This is an optimization exercise on Yosys and OpenROAD, whose aim is small area, a short achievable clock period and few clock cycles per item, not a production implementation. Where RTL was checked, it was by simulation tests only, not by an equivalence proof against the original. No activity file was given, so power comes from the tool's default toggle rates.

## mmio_region_table_decoder_core
module mmio_region_table_decoder_core #(
  parameter int MAX_REGIONS = 16
) (
  input  logic                clk_i,
  input  logic                rst_ni,
  input  logic                s_axis_tvalid_i,
  output logic                s_axis_tready_o,
  input  logic [InDataW-1:0]  s_axis_tdata_i,
  output logic                m_axis_tvalid_o,
  input  logic                m_axis_tready_i,
  output logic [OutDataW-1:0] m_axis_tdata_o
);
  localparam int N    = MAX_REGIONS;
  localparam int CntW = $clog2(MAX_REGIONS + 1);
  localparam int ResW = OutDataW - 1;
  logic         b_valid_q, c_valid_q;
  logic         oh_valid_q, ot_valid_q;    
  logic [N-1:0] valid_q;                   
  logic [1:0]   c_op_q;
  logic         c_adv;                     
  logic         b2c;                       
  logic         b_first;                   
  logic         b_reg;                     
  logic         s_ready_q;                 
  assign c_adv           = c_valid_q && !ot_valid_q;
  assign b2c             = b_valid_q && !b_first && (!c_valid_q || (!ot_valid_q && !b_reg));
  assign s_axis_tready_o = s_ready_q;
  logic [1:0]          b_op_q;
  logic [AddrW-1:0]    b_opd_q;    
  logic [AddrW-1:0]    b_oth_q;    
  logic [HandlerW-1:0] b_hdl_q;
  logic                b_rd_q, b_wr_q;
  logic                b_ph_q;     
  logic                in_reg;
  assign in_reg = (s_axis_tdata_i[1:0] == OP_REGISTER);
  always_ff @(posedge clk_i) begin
    if (s_axis_tready_o) begin
      b_ph_q  <= 1'b0;
      b_op_q  <= s_axis_tdata_i[1:0];
      b_opd_q <= in_reg ? s_axis_tdata_i[129:66] : s_axis_tdata_i[65:2];
      b_oth_q <= in_reg ? s_axis_tdata_i[65:2] : s_axis_tdata_i[129:66];
  ...
clock: 7.0 ns
lec_check: 0
cap_margin: 20
core_margin: 2
core_utilization: 60
setup_slack_margin: 3.5
slew_margin: 20
run.sh (not shown) runs the stock make flow with config.mk's settings and CLKGATE_MAP_FILE= SYNTH_SCRIPT=/design/flow/synth_recipe.tcl, a recipe that flattens the netlist after the stock synthesis.
Rerun with:
--- a/flow/design.v
+++ b/flow/design.v
@@ -127,24 +127,26 @@
   assign b_reg   = (b_op_q == OP_REGISTER);
   assign b_first = b_reg && !b_ph_q;
   logic [N-1:0] new_slot;
   logic         table_full;
   assign table_full = valid_q[N-1];
   assign new_slot   = ~valid_q & {valid_q[N-2:0], 1'b1};
   logic [RegionW-1:0] region [N];
   logic [N-1:0]       cmp_below, cmp_ltend;
+  logic               slot_we;
+  assign slot_we = !(c_valid_q && c_op_q == OP_REGISTER);
   for (genvar g = 0; g < N; g++) begin : g_cell
     mrtd_cell #(
       .AddrW    (AddrW),
       .HandlerW (HandlerW),
       .RegionW  (RegionW)
     ) u_cell (
       .clk_i             (clk_i),
-      .we_i              (b2c && b_reg && new_slot[g]),
+      .we_i              (slot_we && new_slot[g]),
       .wdata_i           ({b_opd_q, b_oth_q, b_hdl_q, b_rd_q, b_wr_q}),
       .cmp_le_i          (!b_reg),
       .opd_i             (b_opd_q),
       .key_i             (b_opd_q),
       .region_o          (region[g]),
       .below_o           (cmp_below[g]),
       .key_lt_end_o      (cmp_ltend[g])
     );
@@ -184,34 +186,32 @@
         end
       end
       is_left[i]  = bl[i] && !hi_bl;
       is_right[i] = nb[i] && !lo_nb;
     end
   end
   always_ff @(posedge clk_i) begin
     for (int j = 1; j < N; j++) begin
-      if (c_adv && c_op_q == OP_REGISTER && new_slot[j]) begin
+      if (new_slot[j]) begin
         for (int i = 0; i < j; i++) begin
           above_q[i][j] <= bl[i];
         end
       end
     end
   end
   logic [SlotW-1:0] rank_q [N];
   logic [SlotW-1:0] ins_pos;
   logic             do_insert;
   always_ff @(posedge clk_i) begin
-    if (c_adv && do_insert) begin
-      for (int i = 0; i < N; i++) begin
-        if (new_slot[i]) begin
-          rank_q[i] <= ins_pos;
-        end else if (nb[i]) begin
-          rank_q[i] <= rank_q[i] + SlotW'(1);
-        end
+    for (int i = 0; i < N; i++) begin
+      if (new_slot[i]) begin
+        rank_q[i] <= ins_pos;
+      end else if (c_adv && do_insert && nb[i]) begin
+        rank_q[i] <= rank_q[i] + SlotW'(1);
       end
     end
   end
   logic                any_left;   
   logic [SlotW-1:0]    l_rank;     
   logic                left_hit;   
   logic                right_hit;  
   logic                l_rd, l_wr;
Effect: Non-clock buffer count grows by 20. Routed wire length grows by 1.7%. Synthesized cell count shrinks by 0.55%. Design area grows by 0.61%. Worst setup slack improves by 5.9 ps. Total power grows by 18%. Sequential power grows by 17%.
Testbench counts after the change, summed over its fixed seeds: cycles 5,224, items 4,928.
Only the layout flow was run in the first run of this note; the RTL was not checked for function there.

==> static timing again, ports no longer ideal <==
In the flow no input, the clock included, has a driving cell. The finished layouts below were timed again as built, in two steps.
Step 1, drivers: a clkbuf_16 drives clk_i and a buf_2 each remaining input, both assumed.
Step 2 times the ports against the registers' clock, not the clock port: input delays grow and output delays shrink by t, the midpoint of the rising clock arrivals with the driver on.
a / b / c = ideal / step 1 / step 2; a / b = the first two.
run	t (ns)	setup WS [ns]	hold slack, ns
the first run	1.020	3.249 / 3.249 / 2.763	0.411 / 0.362 / 0.411
the second run	1.024	3.254 / 3.254 / 2.791	0.417 / 0.411 / 0.417
After both steps setup and hold are still met in every run listed. For the first run, which loses most, drivers alone change the setup slack by 0.000 ns; drivers and shift together by -0.486 ns.
